What follows belongs to an exercise in optimizing a design on an open flow for small area, a short achievable clock period and few clock cycles per item; a production flow would make more cautious choices. In this exercise RTL edits were held to simulation tests only and were not proved equivalent to the original. Power is estimated from default activity; no workload was simulated.

## flow/design.v (module list and top-level ports; edited modules follow where they fit)
// module dot9: 3712 lines
// module cnn_top: 358 lines
module cnn_top
(
    input  logic        clk,
    input  logic        reset,
    input  logic        load_req,
    input  logic [15:0] load_cmd,        
    output logic        load_ack,
    input  logic        run_req,
    output logic        run_ack,
    output logic [81:0] result           
);
  // ...
==> flow/flow/run.sh <==
#!/bin/bash
# The standard layout, with timing repair aiming at 6.5 ns of setup slack
# against the design's 10 ns clock (a 3.5 ns critical path) instead of 0.
set -euo pipefail
bash standard.sh SETUP_SLACK_MARGIN=6.5 finish > standard_flow.log 2>&1
==> flow/standard.sh <==
#!/bin/bash
# synth_recipe.tcl (not shown) runs the flow's synth.tcl, then flattens the netlist and writes it again
# the make line also repeats each setting of config.mk as NAME=value (left out here)
make -C /OpenROAD-flow-scripts/flow DESIGN_CONFIG=/design/flow/config.mk WORK_HOME=/design/flow/orfs CLKGATE_MAP_FILE= SYNTH_SCRIPT=/design/flow/synth_recipe.tcl "${@:-finish}"
==> flow/config.mk <==
export PLATFORM = sky130hd
export DESIGN_NAME = cnn_top
export DESIGN_NICKNAME = cnn_top
export VERILOG_FILES = /design/flow/design.v
export SDC_FILE = /design/flow/constraint.sdc
export NUM_CORES = 4
export LEC_CHECK = 0
export CAP_MARGIN = 20
export CORE_MARGIN = 2
export CORE_UTILIZATION = 40
export SLEW_MARGIN = 20
==> flow/constraint.sdc <==
create_clock -name core_clock -period 10.0 [get_ports {clk}]
set_input_delay 2.0000 -clock core_clock [delete_from_list [all_inputs] [get_ports {clk}]]
set_output_delay 2.0000 -clock core_clock [all_outputs]
set_load 0.01 [all_outputs]
==> out/qor.yml, run 1 <==
setup_path:
  cp-end-kind: "flip-flop"
  worstSetupStartpoint: "dsel[0]"
  path_delay_family: "adder cells"
  worstPathArrival_ns: 4.75
  critical_path_buf_inv_count: 4
  crit_top_cell: "fa_1"
placement:
  pre_cts_slack_ns: 4.776
  place_congestion: 1.013
  dp_hpwl_mm: 140.3
  place_area_um2: 61200
sta:
  holdWs_ns: 0.3054
  fin_crit_sh_pct: 40.90
  setup_ws_ns: 5.910
  finalHoldViolCount: 0
  max_slew.worst_pin.slew_ns: 1.094
layout:
  reg.largest.list: "img x512, wts x288, scores x80"
  top_register: "img"
  seqCellArea_um2: 28430
  n_antenna_cell: 5
synth:
  synthTopCellsByCount: "dfxtp_1 (1077), inv_1 (602), fa_1 (546)"
  synth_area_leaders: "dfxtp_1 (37%), fa_1 (19%), edfxtp_1 (9.9%)"
  yosys.area.top_type: "dfxtp_1"
  async_flop_share_pct: 3.503
  synth_top_family_by_area: "adder cells"
  yosys_warnings: 9
  yosysMostFrequentCell: "dfxtp_1"
clock_network:
  htree_num_levels: 4
  hold_buffers: 0
routing:
  wl_met1_mm: 79.48
  wl_met2_mm: 84.32
run_status:
  run_status: "timing/DRC/antenna clean"
power:
  switching_share_pct: 36.24
worst_hold_path:
  holdPathEnd: "g[3][1]"
global_routing:
  use_met2_pct: 39.65
Testbench counts, summed over its fixed seeds: cycles 12,024, items 64.
==> module cnn_top, before the edit <==
module cnn_top
(
    input  logic        clk,
    input  logic        reset,
    input  logic        load_req,
    input  logic [15:0] load_cmd,        
    output logic        load_ack,
    input  logic        run_req,
    output logic        run_ack,
    output logic [81:0] result           
);
    logic [2:0] ph;
    always_ff @(posedge clk or negedge reset)
    begin
        if (!reset)
        begin
            ph <= '0;
        end
        else
        begin
            ph <= ph + 3'd1;
        end
    end
    logic       running;         
    logic       busy;
    assign busy = run_req || running || run_ack;
    logic        take;
    logic        wv;             
    logic        wv2;            
    logic        we_img;         
    logic        we_wts;         
    logic        we_flt;         
    logic [15:0] cmd_q;
    assign take = load_req && !load_ack && !busy;
    always_ff @(posedge clk or negedge reset)
    begin
        if (!reset)
        begin
            load_ack <= 1'b0;
            wv       <= 1'b0;
            wv2      <= 1'b0;
        end
        else
        begin
            wv  <= take;
            wv2 <= wv;
            if (take)
            begin
                load_ack <= 1'b1;
            end
            else if (!load_req)
            begin
                load_ack <= 1'b0;
            end
        end
    end
    always_ff @(posedge clk)
    begin
        if (take)
        begin
            cmd_q <= load_cmd;
        end
    end
    logic [1:0] w_tgt;
    logic [5:0] w_addr;
    logic [7:0] w_data;
    logic [2:0] w_islot;         
    logic [1:0] w_cls;           
    logic [3:0] w_k;             
    logic [1:0] w_wslot;         
    assign w_tgt   = cmd_q[15:14];
    assign w_addr  = cmd_q[13:8];
    assign w_data  = cmd_q[7:0];
    assign w_islot = w_addr[2:0] - ph - 3'd1;
    always_comb
    begin
        w_cls = 2'd0;
        w_k   = 4'd0;
        for (int q = 0; q < 4; q++)
        begin
            for (int k = 0; k < 9; k++)
            begin
                if (w_addr == 6'(9*q + k))
                begin
                    w_cls = 2'(q);
                    w_k   = 4'(k);
                end
            end
        end
    end
    assign w_wslot = w_cls - ph[1:0] - 2'd1;
    assign we_img = (wv || wv2) && w_islot[0] && w_tgt == 2'd0;
    assign we_wts = (wv || wv2) && w_wslot[0] && w_tgt == 2'd2
                    && w_addr < 6'(36);
    assign we_flt = wv && w_tgt == 2'd1;
    logic [511:0] img;           
    always_ff @(posedge clk)
    begin
        for (int r = 0; r < 8; r++)
        begin
            for (int s = 0; s < 8; s++)
            begin
                if (s % 2 == 1 && we_img && w_addr[5:3] == 3'(r) && w_islot == 3'(s))
                begin
                    img[(8*r+s)*8 +: 8] <= w_data;
                end
                else
                begin
                    img[(8*r+s)*8 +: 8] <= img[(8*r+(s+1)%8)*8 +: 8];
                end
            end
        end
    end
    logic [71:0]  filt;          
    logic [287:0] wts;           
    always_ff @(posedge clk)
    begin
        for (int k = 0; k < 9; k++)
        begin
            if (we_flt && w_addr == 6'(k))
            begin
                filt[k*8 +: 8] <= w_data;
            end
        end
        for (int s = 0; s < 4; s++)
        begin
            for (int k = 0; k < 9; k++)
            begin
                if (s % 2 == 1 && we_wts && w_wslot == 2'(s) && w_k == 4'(k))
                begin
                    wts[(9*s+k)*8 +: 8] <= w_data;
                end
                else
                begin
                    wts[(9*s+k)*8 +: 8] <= wts[(9*((s+1)%4)+k)*8 +: 8];
                end
            end
        end
    end
    localparam int DLAT = 3;
    logic       sweep;           
    logic [5:0] rsel [0:2];      
    logic [5:0] nwin;            
    logic       tail;            
    logic [3:0] tcnt;
    logic [2:0] dsel;            
    logic       issue;
    logic       start;
    logic       start_q;
    logic [1:0] gi;
    logic [1:0] gj;
    logic [3:0] grp;
    assign issue = sweep && !(ph[2] && ph[1]);   
    assign start = !running && !run_ack && run_req;
    always_comb
    begin
        gi = 2'd0;
        for (int i = 0; i < 6; i++)
        begin
            if (rsel[0][i])
            begin
                gi = 2'(i / 2);
            end
        end
        gj  = ph[2:1];
        grp = 4'(gi) * 4'd3 + 4'(gj);
    end
    always_ff @(posedge clk or negedge reset)
    begin
        if (!reset)
        begin
            running <= 1'b0;
            run_ack <= 1'b0;
            sweep   <= 1'b0;
            for (int r = 0; r < 3; r++)
            begin
                rsel[r] <= '0;
            end
            nwin    <= '0;
            tail    <= 1'b0;
            tcnt    <= '0;
            dsel    <= '0;
            start_q <= 1'b0;
        end
        else
        begin
            start_q <= start;
            if (start)
            begin
                running <= 1'b1;
                sweep   <= 1'b1;
                for (int r = 0; r < 3; r++)
                begin
                    rsel[r] <= 6'b000001;
                end
                nwin    <= '0;
            end
            if (sweep)
            begin
                if (ph == 3'd7)
                begin
                    for (int r = 0; r < 3; r++)
                    begin
                        rsel[r] <= {rsel[r][4:0], rsel[r][5]};
                    end
                end
                if (issue)
                begin
                    nwin <= nwin + 6'd1;
                    if (nwin == 6'd35)
                    begin
                        sweep <= 1'b0;
                        for (int r = 0; r < 3; r++)
                        begin
                            rsel[r] <= '0;
                        end
                        tail  <= 1'b1;
                        tcnt  <= '0;
                    end
                end
            end
            if (tail)
            begin
                tcnt <= tcnt + 4'd1;
                dsel <= {3{tcnt >= 4'(DLAT - 1) && tcnt <= 4'(DLAT + 2)}};
                if (tcnt == 4'(2*DLAT + 3))
                begin
                    tail    <= 1'b0;
                    running <= 1'b0;
                    run_ack <= 1'b1;
                end
            end
            if (run_ack && !run_req)
            begin
                run_ack <= 1'b0;
            end
        end
    end
    logic [71:0] feat;           
    logic [71:0] opa;
    logic [71:0] opb;
    always_comb
    begin
        for (int r = 0; r < 3; r++)
        begin
            for (int c = 0; c < 3; c++)
            begin
                opa[(3*r+c)*8 +: 8] = dsel[r] ? feat[(3*r+c)*8 +: 8] : 8'd0;
                for (int i = 0; i < 6; i++)
                begin
                    opa[(3*r+c)*8 +: 8] = opa[(3*r+c)*8 +: 8]
                        | (rsel[r][i] ? img[(8*(i+r)+c)*8 +: 8] : 8'd0);
                end
                opb[(3*r+c)*8 +: 8] = dsel[r] ? wts[(3*r+c)*8 +: 8] : filt[(3*r+c)*8 +: 8];
            end
        end
    end
    logic signed [19:0] sum;
    dot9 u_dot9 (.clk(clk), .a(opa), .b(opb), .sum(sum));
    logic       cv [1:DLAT];     
    logic       dv [1:DLAT];     
    logic [3:0] g [1:DLAT];
    logic [1:0] q [1:DLAT];
    logic       f [1:DLAT];      
    always_ff @(posedge clk or negedge reset)
    begin
        if (!reset)
        begin
            for (int i = 1; i <= DLAT; i++)
            begin
                cv[i] <= 1'b0;
                dv[i] <= 1'b0;
            end
        end
        else
        begin
            cv[1] <= issue;
            dv[1] <= dsel[0];
            for (int i = 2; i <= DLAT; i++)
            begin
                cv[i] <= cv[i-1];
                dv[i] <= dv[i-1];
            end
        end
    end
    always_ff @(posedge clk)
    begin
        g[1] <= grp;
        q[1] <= ph[1:0];         
        f[1] <= dsel[0] && !dv[1];
        for (int i = 2; i <= DLAT; i++)
        begin
            g[i] <= g[i-1];
            q[i] <= q[i-1];
            f[i] <= f[i-1];
        end
    end
    logic [7:0]  relu;
    logic [7:0]  fcur;
    logic        upd;
    always_comb
    begin
        if (sum[19])
        begin
            relu = 8'd0;
        end
        else if (|sum[18:8])
        begin
            relu = 8'd255;
        end
        else
        begin
            relu = sum[7:0];
        end
        fcur = 8'd0;
        for (int i = 0; i < 9; i++)
        begin
            if (g[DLAT] == 4'(i))
            begin
                fcur = feat[i*8 +: 8];
            end
        end
        upd = cv[DLAT] && relu > fcur;
    end
    logic signed [19:0] scores [0:3];
    logic signed [19:0] best;
    logic [1:0]         win_class;
    always_ff @(posedge clk)
    begin
        for (int i = 0; i < 9; i++)
        begin
            if (start_q)
            begin
                feat[i*8 +: 8] <= 8'd0;
            end
            else if (upd && g[DLAT] == 4'(i))
            begin
                feat[i*8 +: 8] <= relu;
            end
        end
        if (dv[DLAT])
        begin
            for (int c = 0; c < 4; c++)
            begin
                if (q[DLAT] == 2'(c))
                begin
                    scores[c] <= sum;
                end
            end
            if (f[DLAT] || sum > best || (sum == best && q[DLAT] < win_class))
            begin
                best      <= sum;
                win_class <= q[DLAT];
            end
        end
    end
    assign result = {win_class, scores[3], scores[2], scores[1], scores[0]};
endmodule
==> inputs of run 2 (changes only) <==
--- a/flow/design.v
+++ b/flow/design.v
@@ -1,14 +1,15 @@
 module dot9
 (
     input  logic        clk,
     input  logic [71:0] a,      
     input  logic [71:0] b,      
-    output logic [19:0] sum     
+    output logic [19:0] ra,     
+    output logic [19:0] rb      
 );
     logic pp1;
     logic pp2;
     logic pp3;
     logic pp4;
     logic pp5;
     logic pp6;
     logic pp7;
@@ -3702,18 +3703,19 @@
         q2_156 <= q1_116;
         q2_157 <= c1654;
         q2_158 <= s1655;
         q2_159 <= c1656;
         q2_160 <= s1657;
         q2_161 <= c1658;
         q2_162 <= s1635;
         q2_163 <= c1636;
-        sum <= xa + xb;
     end
+    assign ra = xa;
+    assign rb = xb;
 endmodule
 `timescale 1ns/1ns
 module cnn_top
 (
     input  logic        clk,
     input  logic        reset,
     input  logic        load_req,
     input  logic [15:0] load_cmd,        
@@ -3738,17 +3740,16 @@
     logic       busy;
     assign busy = run_req || running || run_ack;
     logic        take;
     logic        wv;             
     logic        wv2;            
     logic        we_img;         
     logic        we_wts;         
     logic        we_flt;         
-    logic [15:0] cmd_q;
     assign take = load_req && !load_ack && !busy;
     always_ff @(posedge clk or negedge reset)
     begin
         if (!reset)
         begin
             load_ack <= 1'b0;
             wv       <= 1'b0;
             wv2      <= 1'b0;
@@ -3762,80 +3763,81 @@
                 load_ack <= 1'b1;
             end
             else if (!load_req)
             begin
                 load_ack <= 1'b0;
             end
         end
     end
-    always_ff @(posedge clk)
-    begin
-        if (take)
-        begin
-            cmd_q <= load_cmd;
-        end
-    end
-    logic [1:0] w_tgt;
-    logic [5:0] w_addr;
+    logic       w_isi;           
+    logic       w_isf;           
+    logic       w_isw;           
+    logic [2:0] w_row;
+    logic [2:0] w_col;
+    logic [3:0] w_k;             
+    logic [1:0] w_cls;           
     logic [7:0] w_data;
     logic [2:0] w_islot;         
-    logic [1:0] w_cls;           
-    logic [3:0] w_k;             
     logic [1:0] w_wslot;         
-    assign w_tgt   = cmd_q[15:14];
-    assign w_addr  = cmd_q[13:8];
-    assign w_data  = cmd_q[7:0];
-    assign w_islot = w_addr[2:0] - ph - 3'd1;
-    always_comb
+    always_ff @(posedge clk)
     begin
-        w_cls = 2'd0;
-        w_k   = 4'd0;
-        for (int q = 0; q < 4; q++)
+        if (take)
         begin
-            for (int k = 0; k < 9; k++)
+            w_isi  <= load_cmd[15:14] == 2'd0;
+            w_isf  <= load_cmd[15:14] == 2'd1 && load_cmd[13:8] < 6'(3*3);
+            w_isw  <= load_cmd[15:14] == 2'd2 && load_cmd[13:8] < 6'(36);
+            w_row  <= load_cmd[13:11];
+            w_col  <= load_cmd[10:8];
+            w_data <= load_cmd[7:0];
+            w_k    <= load_cmd[11:8];
+            w_cls  <= 2'd0;
+            for (int q = 0; q < 4; q++)
             begin
-                if (w_addr == 6'(9*q + k))
+                for (int k = 0; k < 9; k++)
                 begin
-                    w_cls = 2'(q);
-                    w_k   = 4'(k);
+                    if (load_cmd[13:8] == 6'(9*q + k))
+                    begin
+                        w_cls <= 2'(q);
+                        w_k   <= 4'(k);
+                    end
                 end
             end
         end
     end
+    assign w_islot = w_col - ph - 3'd1;
     assign w_wslot = w_cls - ph[1:0] - 2'd1;
-    assign we_img = (wv || wv2) && w_islot[0] && w_tgt == 2'd0;
-    assign we_wts = (wv || wv2) && w_wslot[0] && w_tgt == 2'd2
-                    && w_addr < 6'(36);
-    assign we_flt = wv && w_tgt == 2'd1;
+    assign we_img = (wv || wv2) && w_islot[0] && w_isi;
+    assign we_wts = (wv || wv2) && w_wslot[0] && w_isw;
+    assign we_flt = wv && w_isf;
     logic [511:0] img;           
     always_ff @(posedge clk)
     begin
         for (int r = 0; r < 8; r++)
         begin
             for (int s = 0; s < 8; s++)
             begin
-                if (s % 2 == 1 && we_img && w_addr[5:3] == 3'(r) && w_islot == 3'(s))
+                if (s % 2 == 1 && we_img && w_row == 3'(r) && w_islot == 3'(s))
                 begin
                     img[(8*r+s)*8 +: 8] <= w_data;
                 end
                 else
                 begin
                     img[(8*r+s)*8 +: 8] <= img[(8*r+(s+1)%8)*8 +: 8];
                 end
             end
         end
     end
     logic [71:0]  filt;          
     logic [287:0] wts;           
     always_ff @(posedge clk)
     begin
         for (int k = 0; k < 9; k++)
         begin
-            if (we_flt && w_addr == 6'(k))
+            if (we_flt && w_k == 4'(k))
             begin
                 filt[k*8 +: 8] <= w_data;
             end
         end
         for (int s = 0; s < 4; s++)
         begin
             for (int k = 0; k < 9; k++)
             begin
@@ -3845,136 +3847,126 @@
                 end
                 else
                 begin
                     wts[(9*s+k)*8 +: 8] <= wts[(9*((s+1)%4)+k)*8 +: 8];
                 end
             end
         end
     end
-    localparam int DLAT = 3;
+    localparam int DLAT = 4;
     logic       sweep;           
-    logic [5:0] rsel [0:2];      
+    logic [5:0] rsel;            
     logic [5:0] nwin;            
     logic       tail;            
     logic [3:0] tcnt;
-    logic [2:0] dsel;            
+    logic       dsel;            
     logic       issue;
     logic       start;
     logic       start_q;
+    logic [2:0] phn;             
     logic [1:0] gi;
-    logic [1:0] gj;
     logic [3:0] grp;
-    assign issue = sweep && !(ph[2] && ph[1]);   
+    assign phn   = ph + 3'd1;
+    assign issue = sweep && !(phn[2] && phn[1]);     
     assign start = !running && !run_ack && run_req;
     always_comb
     begin
         gi = 2'd0;
         for (int i = 0; i < 6; i++)
         begin
-            if (rsel[0][i])
+            if (rsel[i])
             begin
                 gi = 2'(i / 2);
             end
         end
-        gj  = ph[2:1];
-        grp = 4'(gi) * 4'd3 + 4'(gj);
+        grp = 4'(gi) * 4'd3 + 4'(phn[2:1]);
     end
     always_ff @(posedge clk or negedge reset)
     begin
         if (!reset)
         begin
             running <= 1'b0;
             run_ack <= 1'b0;
             sweep   <= 1'b0;
-            for (int r = 0; r < 3; r++)
-            begin
-                rsel[r] <= '0;
-            end
+            rsel    <= '0;
             nwin    <= '0;
             tail    <= 1'b0;
             tcnt    <= '0;
-            dsel    <= '0;
+            dsel    <= 1'b0;
             start_q <= 1'b0;
         end
         else
         begin
             start_q <= start;
             if (start)
             begin
                 running <= 1'b1;
                 sweep   <= 1'b1;
-                for (int r = 0; r < 3; r++)
-                begin
-                    rsel[r] <= 6'b000001;
-                end
+                rsel    <= 6'b000001;
                 nwin    <= '0;
             end
             if (sweep)
             begin
-                if (ph == 3'd7)
+                if (phn == 3'd7)
                 begin
-                    for (int r = 0; r < 3; r++)
-                    begin
-                        rsel[r] <= {rsel[r][4:0], rsel[r][5]};
-                    end
+                    rsel <= {rsel[4:0], rsel[5]};
                 end
                 if (issue)
                 begin
                     nwin <= nwin + 6'd1;
                     if (nwin == 6'd35)
                     begin
                         sweep <= 1'b0;
-                        for (int r = 0; r < 3; r++)
-                        begin
-                            rsel[r] <= '0;
-                        end
+                        rsel  <= '0;
                         tail  <= 1'b1;
                         tcnt  <= '0;
                     end
                 end
             end
             if (tail)
             begin
                 tcnt <= tcnt + 4'd1;
-                dsel <= {3{tcnt >= 4'(DLAT - 1) && tcnt <= 4'(DLAT + 2)}};
+                dsel <= tcnt >= 4'(DLAT - 1) && tcnt <= 4'(DLAT + 2);
                 if (tcnt == 4'(2*DLAT + 3))
                 begin
                     tail    <= 1'b0;
                     running <= 1'b0;
                     run_ack <= 1'b1;
                 end
             end
             if (run_ack && !run_req)
             begin
                 run_ack <= 1'b0;
             end
         end
     end
     logic [71:0] feat;           
-    logic [71:0] opa;
-    logic [71:0] opb;
-    always_comb
+    logic [71:0] opa;            
+    logic [71:0] opb;            
+    always_ff @(posedge clk)
     begin
         for (int r = 0; r < 3; r++)
         begin
             for (int c = 0; c < 3; c++)
             begin
-                opa[(3*r+c)*8 +: 8] = dsel[r] ? feat[(3*r+c)*8 +: 8] : 8'd0;
+                logic [7:0] x;
+                x = dsel ? feat[(3*r+c)*8 +: 8] : 8'd0;
                 for (int i = 0; i < 6; i++)
                 begin
-                    opa[(3*r+c)*8 +: 8] = opa[(3*r+c)*8 +: 8]
-                        | (rsel[r][i] ? img[(8*(i+r)+c)*8 +: 8] : 8'd0);
+                    x = x | (rsel[i] ? img[(8*(i+r)+c+1)*8 +: 8] : 8'd0);
                 end
-                opb[(3*r+c)*8 +: 8] = dsel[r] ? wts[(3*r+c)*8 +: 8] : filt[(3*r+c)*8 +: 8];
+                opa[(3*r+c)*8 +: 8] <= x;
+                opb[(3*r+c)*8 +: 8] <= dsel ? wts[(9+3*r+c)*8 +: 8] : filt[(3*r+c)*8 +: 8];
             end
         end
     end
-    logic signed [19:0] sum;
-    dot9 u_dot9 (.clk(clk), .a(opa), .b(opb), .sum(sum));
+    logic [19:0] ra;
+    logic [19:0] rb;
+    dot9 u_dot9 (.clk(clk), .a(opa), .b(opb), .ra(ra), .rb(rb));
     logic       cv [1:DLAT];     
     logic       dv [1:DLAT];     
     logic [3:0] g [1:DLAT];
     logic [1:0] q [1:DLAT];
     logic       f [1:DLAT];      
     always_ff @(posedge clk or negedge reset)
     begin
         if (!reset)
@@ -3983,89 +3975,90 @@
             begin
                 cv[i] <= 1'b0;
                 dv[i] <= 1'b0;
             end
         end
         else
         begin
             cv[1] <= issue;
-            dv[1] <= dsel[0];
+            dv[1] <= dsel;
             for (int i = 2; i <= DLAT; i++)
             begin
                 cv[i] <= cv[i-1];
                 dv[i] <= dv[i-1];
             end
         end
     end
     always_ff @(posedge clk)
     begin
         g[1] <= grp;
-        q[1] <= ph[1:0];         
-        f[1] <= dsel[0] && !dv[1];
+        q[1] <= phn[1:0];        
+        f[1] <= dsel && !dv[1];
         for (int i = 2; i <= DLAT; i++)
         begin
             g[i] <= g[i-1];
             q[i] <= q[i-1];
             f[i] <= f[i-1];
         end
     end
-    logic [7:0]  relu;
-    logic [7:0]  fcur;
-    logic        upd;
-    always_comb
+    logic signed [19:0] sum;
+    logic signed [19:0] sum_q;
+    logic [7:0]  relu_q;
+    assign sum = ra + rb;
+    always_ff @(posedge clk)
     begin
+        sum_q <= sum;
         if (sum[19])
         begin
-            relu = 8'd0;
+            relu_q <= 8'd0;
         end
         else if (|sum[18:8])
         begin
-            relu = 8'd255;
+            relu_q <= 8'd255;
         end
         else
         begin
-            relu = sum[7:0];
+            relu_q <= sum[7:0];
         end
-        fcur = 8'd0;
+    end
+    logic [8:0]  upd;
+    always_comb
+    begin
         for (int i = 0; i < 9; i++)
         begin
-            if (g[DLAT] == 4'(i))
-            begin
-                fcur = feat[i*8 +: 8];
-            end
+            upd[i] = cv[DLAT] && g[DLAT] == 4'(i) && relu_q > feat[i*8 +: 8];
         end
-        upd = cv[DLAT] && relu > fcur;
     end
     logic signed [19:0] scores [0:3];
     logic signed [19:0] best;
     logic [1:0]         win_class;
     always_ff @(posedge clk)
     begin
         for (int i = 0; i < 9; i++)
         begin
             if (start_q)
             begin
                 feat[i*8 +: 8] <= 8'd0;
             end
-            else if (upd && g[DLAT] == 4'(i))
+            else if (upd[i])
             begin
-                feat[i*8 +: 8] <= relu;
+                feat[i*8 +: 8] <= relu_q;
             end
         end
         if (dv[DLAT])
         begin
             for (int c = 0; c < 4; c++)
             begin
                 if (q[DLAT] == 2'(c))
                 begin
-                    scores[c] <= sum;
+                    scores[c] <= sum_q;
                 end
             end
-            if (f[DLAT] || sum > best || (sum == best && q[DLAT] < win_class))
+            if (f[DLAT] || sum_q > best || (sum_q == best && q[DLAT] < win_class))
             begin
-                best      <= sum;
+                best      <= sum_q;
                 win_class <= q[DLAT];
             end
         end
     end
     assign result = {win_class, scores[3], scores[2], scores[1], scores[0]};
 endmodule
==> flow/flow/run.sh (replaced) <==
#!/bin/bash
# The standard layout, with timing repair aiming at 6.8 ns of setup slack
# against the design's 10 ns clock (a 3.2 ns critical path) instead of 0.
set -euo pipefail
bash standard.sh SETUP_SLACK_MARGIN=6.8 finish > standard_flow.log 2>&1
==> flow/config.mk (replaced) <==
export PLATFORM = sky130hd
export DESIGN_NAME = cnn_top
export DESIGN_NICKNAME = cnn_top
export VERILOG_FILES = /design/flow/design.v
export SDC_FILE = /design/flow/constraint.sdc
export NUM_CORES = 4
export LEC_CHECK = 0
export CAP_MARGIN = 20
export CORE_MARGIN = 2
export CORE_UTILIZATION = 50
export CTS_CLUSTER_DIAMETER = 60
export CTS_CLUSTER_SIZE = 24
export SLEW_MARGIN = 20
==> run 2 against run 1 <==
  * Non-clock buffer count down 231
  * Die area down 15%
  * Cell count down 5.0%
  * Flip-flop and latch count up 156
  * Still clean
  * Count of clock-buffer cells in the layout down 83
  * Clock skew up 0.037 ns
  * Sequential share of layout area up 6.4 points
  * Largest cell class is now flip-flops and latches
  * Combinational power down 21%
  * Sequential power up about 20%
  * Critical endpoint is now relu_q[6]
==> out/qor.yml, run 2 <==
routing:
  wl_mm: 167.5  # was 197.6 mm
  drt_iter0_markers: 3685  # was 4621
  drt.antenna.violating_nets: 0  # unchanged
  post-route-drc-count: 0  # unchanged
  viasPerCell: 5.437  # was 5.423
  dr.pass1.iters: 12  # was 9
  vias: 36620  # was 38.47k
  post_drt_wl_per_cell_um: 24.86  # was 27.86 um
synth:
  seq_area_frac_synth_pct: 51.32  # was 49.18%
  syn-instance-count: 4911  # was 4771
  async_flop_share_pct: 2.451  # was 3.503%
  yosysMostFrequentCell: "dfxtp_1"  # unchanged
  yosys.area.top_type: "dfxtp_1"  # unchanged
  syn_nets: 5605  # was 5403
  syn_area_um2: 61500  # was 57780 um2
  synth-edff-count: 197  # was 190
  synth_cell_types: 62  # was 75
  yosys_warnings: 8  # was 9
  synthTopCellsByCount: "dfxtp_1 (1236), inv_1 (655), fa_1 (546)"  # was dfxtp_1 (1077), inv_1 (602), fa_1 (546)
  synth_top_area_share_pct: 40.24  # was 37.31%
  synth_area_leaders: "dfxtp_1 (40%), fa_1 (18%), edfxtp_1 (9.6%)"  # was dfxtp_1 (37%), fa_1 (19%), edfxtp_1 (9.9%)
  syn_area_per_cell_um2: 12.52  # was 12.11 um2
  ys_seq_elements: 1469  # was 1313
  synth_ff_type: "dfxtp_1"  # unchanged
layout:
  top_register: "img"  # unchanged
  fin_nets: 5714  # was 5701
  reg.largest.list: "img x512, wts x288, scores x80"  # unchanged
  synthToLayoutAreaGrowth_pct: 10.50  # was 22.46%
  drive_above_1_share_pct: 17.72  # was 32.19%
  layout_commonest_cell: "dfxtp_1"  # unchanged
  largest_reg_flops: 512  # unchanged
  fin_cells: 6735  # was 7093
  final_cell_mix: "dfxtp_1 (1177), inv_1 (652), fa_1 (545)"  # was dfxtp_1 (1075), inv_1 (494), mux2_2 (411)
  postLayoutCoreUtil_pct: 55.76  # was 49.32%
  design_area_um2: 67950  # was 70760 um2
setup_path:
  worstPathArrival_ns: 3.89  # was 4.75 ns
  worstSetupPathType: "flip-flop to flip-flop"  # unchanged
  crit_fanout: 8  # was 10
  cp-end-kind: "flip-flop"  # unchanged
  startpoint_type: "flip-flop"  # unchanged
  cp.required_ns: 10.61  # was 10.66 ns
placement:
  place_area_um2: 64350  # was 61200 um2
  dp_hpwl_mm: 126.2  # was 140.3 mm
  port_buffers: 103  # unchanged
  place_congestion: 0.9500  # was 1.013
  placedCellCount: 6533  # was 6612
global_routing:
  grtUsageTotal_pct: 26.79  # was 26.78%
  grt_pass1_vias: 37130  # was 38.90k
  antenna_found_initial: 19  # was 13
  grt_pass1_wl_mm: 245.8  # was 280.6 mm
  grt_max_degree: 75  # was 81
  grt-ovfl-total: 0  # unchanged
sta:
  setup_violations: 0  # unchanged
  fmax_mhz: 304.1  # was 244.5 MHz
  max_slew.worst_pin.slew_ns: 1.094  # about the same
  finalHoldViolCount: 0  # unchanged
  fin_crit_sh_pct: 32.88  # was 40.90%
  slew_violations: 0  # unchanged
  rsz0062_at_grt: "true"  # unchanged
  tns_ns: 0  # unchanged
  fin_crit_ns: 3.288  # was 4.090 ns
  relSlewSlack_pct: 26.79  # was 26.56%
  fin_worst_skew_ns: 0.08363  # was 0.04654 ns
floorplanning:
  rows: 128  # was 139
  initial_core_util_pct: 50.46  # was 40.27%
  die_h_um: 354.7  # was 384.1 um
  die_w_um: 354.7  # was 384.1 um
  core_region_area_um2: 121900  # was 143500 um2
  num_io_pins: 104  # unchanged
  dieArea_um2: 125800  # was 147500 um2
clock_network:
  cts.sinks: 1469  # was 1313
  htree_num_levels: 3  # was 4
  clk_pin_slew_ns: 0.09  # was 0.07 ns
  clock_path_buffers: 3  # unchanged
  hold_buffers: 0  # unchanged
  cts-root-buf: "clkbuf_16"  # unchanged
  clk_latency_ns: 0.75  # was 0.80 ns
  cts_buffers: 100  # was 140
  cts_tree: "built"  # unchanged
power:
  p_leak_nw: 28.79  # was 28.99 nW
  power_density_nw_per_um2: 258.6  # was 259.4 nW/um2
  irDropWorstVdd_v: 0.0001917  # was 0.0001675 V
worst_hold_path:
  worstHoldPathType: "flip-flop to flip-flop"  # unchanged
run:
  cap_violations: 0  # unchanged
run_status:
  run_status: "timing/DRC/antenna clean"  # unchanged
## run 2: cell count changes after synthesis, moves of 62 or more
cell      before   now
nor2_1       435   153
mux2i_1      147    68
and3_1        73     9
nand2b_1     142     9
ha_1          66   128
dfxtp_1     1077  1236
and2_1         6   406
nand2_1      155   248
or2_2         84     1
clkbuf_1     183   118
## run 2: logic make-up (layout without fill, tap and decap cells)
group | Yosys count | count (layout) | synth area share [%]
AO/OA/AOI/OAI | 394 | 394 | 4.773
XOR/XNOR | 25 | 25 | 0.3561
adder cells (fa/ha/maj) | 674 | 674 | 20.38
buffers and inverters | 790 | 985 | 4.822
flip-flops | 1469 | 1469 | 51.32
multiplexers | 541 | 541 | 9.768
other | 0 | 4 | 0
AND/OR/NAND/NOR | 1018 | 1018 | 8.580
## run 2: area by class of cell
type / instances / area (um2)
fillers: 10280 / 53920
multi-input cells: 2652 / 27240
clock inverters: 76 / 997.2
well taps: 1625 / 2033
flip-flops and latches: 1469 / 31650
clock buffers: 112 / 2641
repair buffers: 142 / 928.4
inverters: 655 / 2459
diodes: 4 / 10.01
## run 2: where the power goes
group / internal (mW) / leakage, nW / total (mW) / switching, mW
clock network: 2.17 / 1.77 / 4.51 / 2.34
registers: 6.78 / 12.3 / 7.83 / 1.05
logic: 2.20 / 14.7 / 5.23 / 3.03
total: 11.1 / 28.8 / 17.6 / 6.42
## run 2: final timing paths
kind,endpoint,slack (ns),startpoint,depth (start not counted)
worst max-delay path,relu_q[6],6.71,u_dot9.q2_148,13
worst min-delay path,q[3][1],0.32,q[2][1],0
worst max register to register,relu_q[6],6.71,u_dot9.q2_148,13
worst min register to register,q[3][1],0.32,q[2][1],0
max in group asynchronous,dsel,8.29,reset,1
min in group asynchronous,wv2,1.23,reset,1
## run 2: what timing repair did
| action | CTS | global route |
|---|---|---|
| endpoints found under the setup margin | 198 | 203 |
| gates resized for setup | 375 | 68 |
| pin swaps | 7 | 10 |
| setup buffers | 8 | 2 |
## run 2: critical path, stage by stage (launching register included)
cell and delay [ns]:
dfxtp_1 0.32, fa_1 0.52, inv_1 0.05, fa_1 0.48, inv_2 0.04, ha_4 0.29, and2_4 0.14, nand4_1 0.15
a41oi_2 0.19, xor2_1 0.11, or3_4 0.38, nor4_4 0.27, buf_12 0.18, a21oi_2 0.06
## run 2: per-layer routing
| layer | share of wire [%] | GRT usage [%] | routed length (um) |
|---|---|---|---|
| met1 | 44 | 37.38 | 73780 |
| met2 | 42 | 39.71 | 70890 |
| met3 | 9.3 | 7.404 | 15610 |
| met4 | 4.3 | 10.42 | 7127 |
| met5 | 0.030 | 0 | 50 |
## run 2: per-stage QoR
step / power [mW] / worst slack [ns] / hold slack [ns]
2_1_floorplan: 10.75 / 6.793 / 0.3096
4_1_cts: 17.49 / 6.564 / 0.3223
3_3_place_gp: 12.81 / 5.542 / 0.3095
3_5_place_dp: 12.92 / 5.507 / 0.3121
6_report: 17.57 / 6.712 / 0.3206
5_1_grt: 18.60 / 6.565 / 0.3207
Testbench counts of run 2, summed over its fixed seeds: cycles 12,128, items 64.
==> inputs of run 3 (changes only) <==
--- a/flow/design.v
+++ b/flow/design.v
@@ -3780,7 +3780,7 @@
     logic [1:0] w_wslot;         
     always_ff @(posedge clk)
     begin
-        if (take)
+        if (!load_ack)
         begin
             w_isi  <= load_cmd[15:14] == 2'd0;
             w_isf  <= load_cmd[15:14] == 2'd1 && load_cmd[13:8] < 6'(3*3);
==> flow/flow/run.sh (replaced) <==
#!/bin/bash
# The standard layout, with timing repair aiming at 6.8 ns of setup slack
# against the design's 10 ns clock (a 3.2 ns critical path) instead of 0,
# plain buffers (buf_4) on the ports, and resizing not held to the same
# cell footprint.
set -euo pipefail
bash standard.sh SETUP_SLACK_MARGIN=6.8 MATCH_CELL_FOOTPRINT=0 \
    "BUFFER_PORTS_ARGS=-buffer_cell sky130_fd_sc_hd__buf_4" finish > standard_flow.log 2>&1
==> run 3 against run 2 <==
  * Still clean on timing, DRC and antenna
  * Combinational power rose by 5.0%
  * Setup slack got worse by 0.034 ns
  * Clock power rose by 3%
  * Critical endpoint is now result[81]
  * Largest cell class unchanged
  * Largest power group unchanged
  * Highest routed layer unchanged
==> out/qor.yml, run 3 <==
run_status:
  run_status: "timing/DRC/antenna clean"  # unchanged
global_routing:
  grt-ovfl-total: 0  # unchanged
  antenna_found_initial: 19  # unchanged
  grt_pass1_vias: 36610  # was 37.13k
  grtUsageTotal_pct: 26.50  # was 26.79%
  grt_max_degree: 81  # was 75
  grt_pass1_wl_mm: 243.9  # was 245.8 mm
clock_network:
  clk_latency_ns: 0.75  # about the same
  cts.sinks: 1469  # unchanged
  cts_tree: "built"  # unchanged
  cts-root-buf: "clkbuf_16"  # unchanged
  cts_buffers: 104  # was 100
  clk_pin_slew_ns: 0.09  # about the same
  clock_path_buffers: 3  # unchanged
  htree_num_levels: 3  # unchanged
  hold_buffers: 0  # unchanged
synth:
  yosysMostFrequentCell: "dfxtp_1"  # unchanged
  syn_area_um2: 62010  # was 61500 um2
  synth_area_leaders: "dfxtp_1 (40%), fa_1 (18%), edfxtp_1 (9.5%)"  # was dfxtp_1 (40%), fa_1 (18%), edfxtp_1 (9.6%)
  synth_ff_type: "dfxtp_1"  # unchanged
  syn_nets: 5637  # was 5605
  yosys.area.top_type: "dfxtp_1"  # unchanged
  yosys_warnings: 8  # unchanged
  synth-edff-count: 197  # unchanged
  ys_seq_elements: 1469  # unchanged
  syn_area_per_cell_um2: 12.54  # was 12.52 um2
  seq_area_frac_synth_pct: 50.90  # was 51.32%
  synth_cell_types: 70  # was 62
  async_flop_share_pct: 2.451  # unchanged
  synthTopCellsByCount: "dfxtp_1 (1236), inv_1 (662), fa_1 (546)"  # was dfxtp_1 (1236), inv_1 (655), fa_1 (546)
  synth_top_area_share_pct: 39.90  # was 40.24%
  syn-instance-count: 4943  # was 4911
routing:
  viasPerCell: 5.417  # was 5.437
  vias: 36740  # was 36.62k
  post-route-drc-count: 0  # unchanged
  dr.pass1.iters: 14  # was 12
  wl_mm: 167.3  # was 167.5 mm
  drt.antenna.violating_nets: 0  # unchanged
  post_drt_wl_per_cell_um: 24.67  # was 24.86 um
  drt_iter0_markers: 3814  # was 3685
layout:
  n_fill_cell: 10380  # was 10.28k
  reg.largest.list: "img x512, wts x288, scores x80"  # unchanged
  drive_above_1_share_pct: 17.27  # was 17.72%
  multiInputGateArea_um2: 27690  # was 27240 um2
  fin_nets: 5744  # was 5714
  synthToLayoutAreaGrowth_pct: 11.17  # was 10.50%
  layout_commonest_cell: "dfxtp_1"  # unchanged
  seqCellArea_um2: 31590  # was 31650 um2
  final_cell_mix: "dfxtp_1 (1225), inv_1 (660), fa_1 (546)"  # was dfxtp_1 (1177), inv_1 (652), fa_1 (545)
  largest_reg_flops: 512  # unchanged
  top_register: "img"  # unchanged
placement:
  dp_hpwl_mm: 128.1  # was 126.2 mm
  port_buffers: 103  # unchanged
  place_congestion: 0.9322  # was 0.9500
setup_path:
  crit_fanout: 2  # was 8
  critical_path_buf_inv_count: 1  # was 3
  worstSetupPathType: "flip-flop to output pin"  # was flip-flop to flip-flop
  cp_cell_sequence: "buf_6"  # was fa_1 -> inv_1 -> fa_1 -> inv_2 -> ha_4 -> and2_4 -> nand4_1 -> a41oi_2 -> xor2_1 -> or3_4 -> nor4_4 -> buf_12 -> a21oi_2
  cp.required_ns: 8.00  # was 10.61 ns
  cp-end-kind: "output pin"  # was flip-flop
  path_delay_family: "flip-flops"  # was adder cells
  startpoint_type: "flip-flop"  # unchanged
  critical-path-max-stage-delay_ns: 0.44  # was 0.52 ns
  slowest_stage: "edfxtp_1"  # was fa_1
  worstPathArrival_ns: 1.32  # was 3.89 ns
floorplanning:
  die_h_um: 356.2  # was 354.7 um
  dieArea_um2: 126900  # was 125800 um2
  die_w_um: 356.2  # was 354.7 um
  rows: 129  # was 128
  initial_core_util_pct: 50.29  # was 50.46%
  core_region_area_um2: 123300  # was 121900 um2
  num_io_pins: 104  # unchanged
sta:
  fin_crit_ns: 3.322  # was 3.288 ns
  fmax_mhz: 301.0  # was 304.1 MHz
  fin_worst_skew_ns: 0.04705  # was 0.08363 ns
  tns_ns: 0  # unchanged
  rsz0062_at_grt: "true"  # unchanged
  max_slew.worst_pin.slew_ns: 1.048  # was 1.094 ns
  relSlewSlack_pct: 30.06  # was 26.79%
  finalHoldViolCount: 0  # unchanged
  setup_violations: 0  # unchanged
  slew_violations: 0  # unchanged
  holdWs_ns: 0.3119  # was 0.3206 ns
  fin_crit_sh_pct: 33.22  # was 32.88%
power:
  finalPower_mw: 17.84  # was 17.57 mW
  p_leak_nw: 29.43  # was 28.79 nW
  power_density_nw_per_um2: 258.9  # was 258.6 nW/um2
  irDropWorstVdd_v: 0.0003921  # was 0.0001917 V
run:
  cap_violations: 0  # unchanged
worst_hold_path:
  worstHoldPathType: "flip-flop to flip-flop"  # unchanged
==> run 3: cell types whose count changed in the layout (fill, tap and decap cells not counted), moves of 9 or more <==
cell / before / now
nand2b_1: 9 / 82
o21a_1: 33 / 24
dfxtp_2: 59 / 11
buf_2: 83 / 0
buf_6: 0 / 78
buf_4: 37 / 58
nor2b_1: 18 / 28
nor2_1: 144 / 75
dfxtp_1: 1177 / 1225
clkdlybuf4s50_1: 14 / 0
nor2_2: 6 / 24
==> run 3: through the flow <==
stage	util, %	std cells	setup WS (ns)	instance area (um2)
finish	55.90	6781	6.678	68930
global route	55.90	6779	6.628	68930
CTS	55.58	6778	6.616	68530
detailed placement	52.35	6573	6.314	64550
global placement	52.34	6572	6.323	64540
floorplan	-	4943	6.793	62030
==> run 3: worst paths after layout <==
check	start	to	slack (ns)	cells past startpoint
setup / recovery	win_class[1]	result[81]	6.68	1
hold / removal	wts[237]	wts[165]	0.31	0
setup reg to reg	u_dot9.q2_141	relu_q[5]	6.81	12
hold reg to reg	wts[237]	wts[165]	0.31	0
max in group asynchronous	reset	dsel	8.27	1
min in group asynchronous	reset	ph[2]	1.22	1
==> run 3: cells by family after synthesis <==
logic type	after synthesis	share of synthesized area, %
compound gates	389	4.881
buf+inv	797	4.826
flops	1469	50.90
xor+xnor	22	0.3107
fa+ha+maj	674	20.21
mux	550	9.835
simple gates	1042	9.042
==> run 3: layout make-up <==
class,instances,share of cell area [%]
clock inverters,77,1.497
clock buffers,121,4.031
repair buffers,136,1.906
multi-input cells,2677,40.16
inverters,662,3.605
diodes,2,0.007260
well taps,1637,2.971
flip-flops and latches,1469,45.82
==> run 3: layer usage <==
| metal | global-route usage [%] | part of all wire [%] | vias up |
|---|---|---|---|
| li1 | - | - | 16380 |
| met1 | 37.61 | 45 | 18570 |
| met2 | 39.06 | 43 | 1523 |
| met3 | 7.678 | 9.5 | 264 |
| met4 | 8.717 | 3.2 | 2 |
| met5 | 0 | 0.0084 | - |
==> run 3: repair_timing <==
action                                 CTS  global route
endpoints found under the hold margin    0             0
pin swaps                                8            16
buffers inserted                         7             1
gates resized for setup                 28           102
setup endpoints to repair              115           110
==> run 3: power breakdown <==
group          leakage (nW)  internal (mW)  switching, mW
Clock                  1.85           2.27           2.37
Combinational          15.3           2.17           3.32
Sequential             12.3           6.76          0.961
Total                  29.4           11.2           6.65
Testbench counts of run 3, summed over its fixed seeds: cycles 12,128, items 64.

afterwards: timing with drivers on the ports:
Ports are ideal in the flow. The routed layouts listed here were re-timed in OpenROAD.
Step 1, drivers: a clkbuf_16 drives clk and a buf_2 each remaining input, both assumed.
Step 2 adds t to the input delays and takes it off the output delays; t is the mean of the earliest and latest rising clock arrival at the registers after step 1. Input paths then give back, and output paths get back, about the clock's delay inside the block.
Slacks: no drivers / after step 1 / after step 2; pairs: no drivers / after step 1.
| run | t (ns) | setup WS [ns] | worst setup path at the end | slew at the worst register clock pin (ns) |
|---|---|---|---|---|
| run 1 | 0.851 | 5.910 / 5.910 / 5.910 | register to register | 0.07 / 0.07 |
| run 2 | 0.777 | 6.712 / 6.655 / 6.161 | input to register | 0.09 / 0.09 |
| run 3 | 0.807 | 6.678 / 6.602 / 6.647 | input to register | 0.09 / 0.09 |
After both steps setup and hold are still met in every run listed. The setup slack of run 2, which loses most, moves by -0.057 ns with the drivers and by -0.551 ns with both steps.
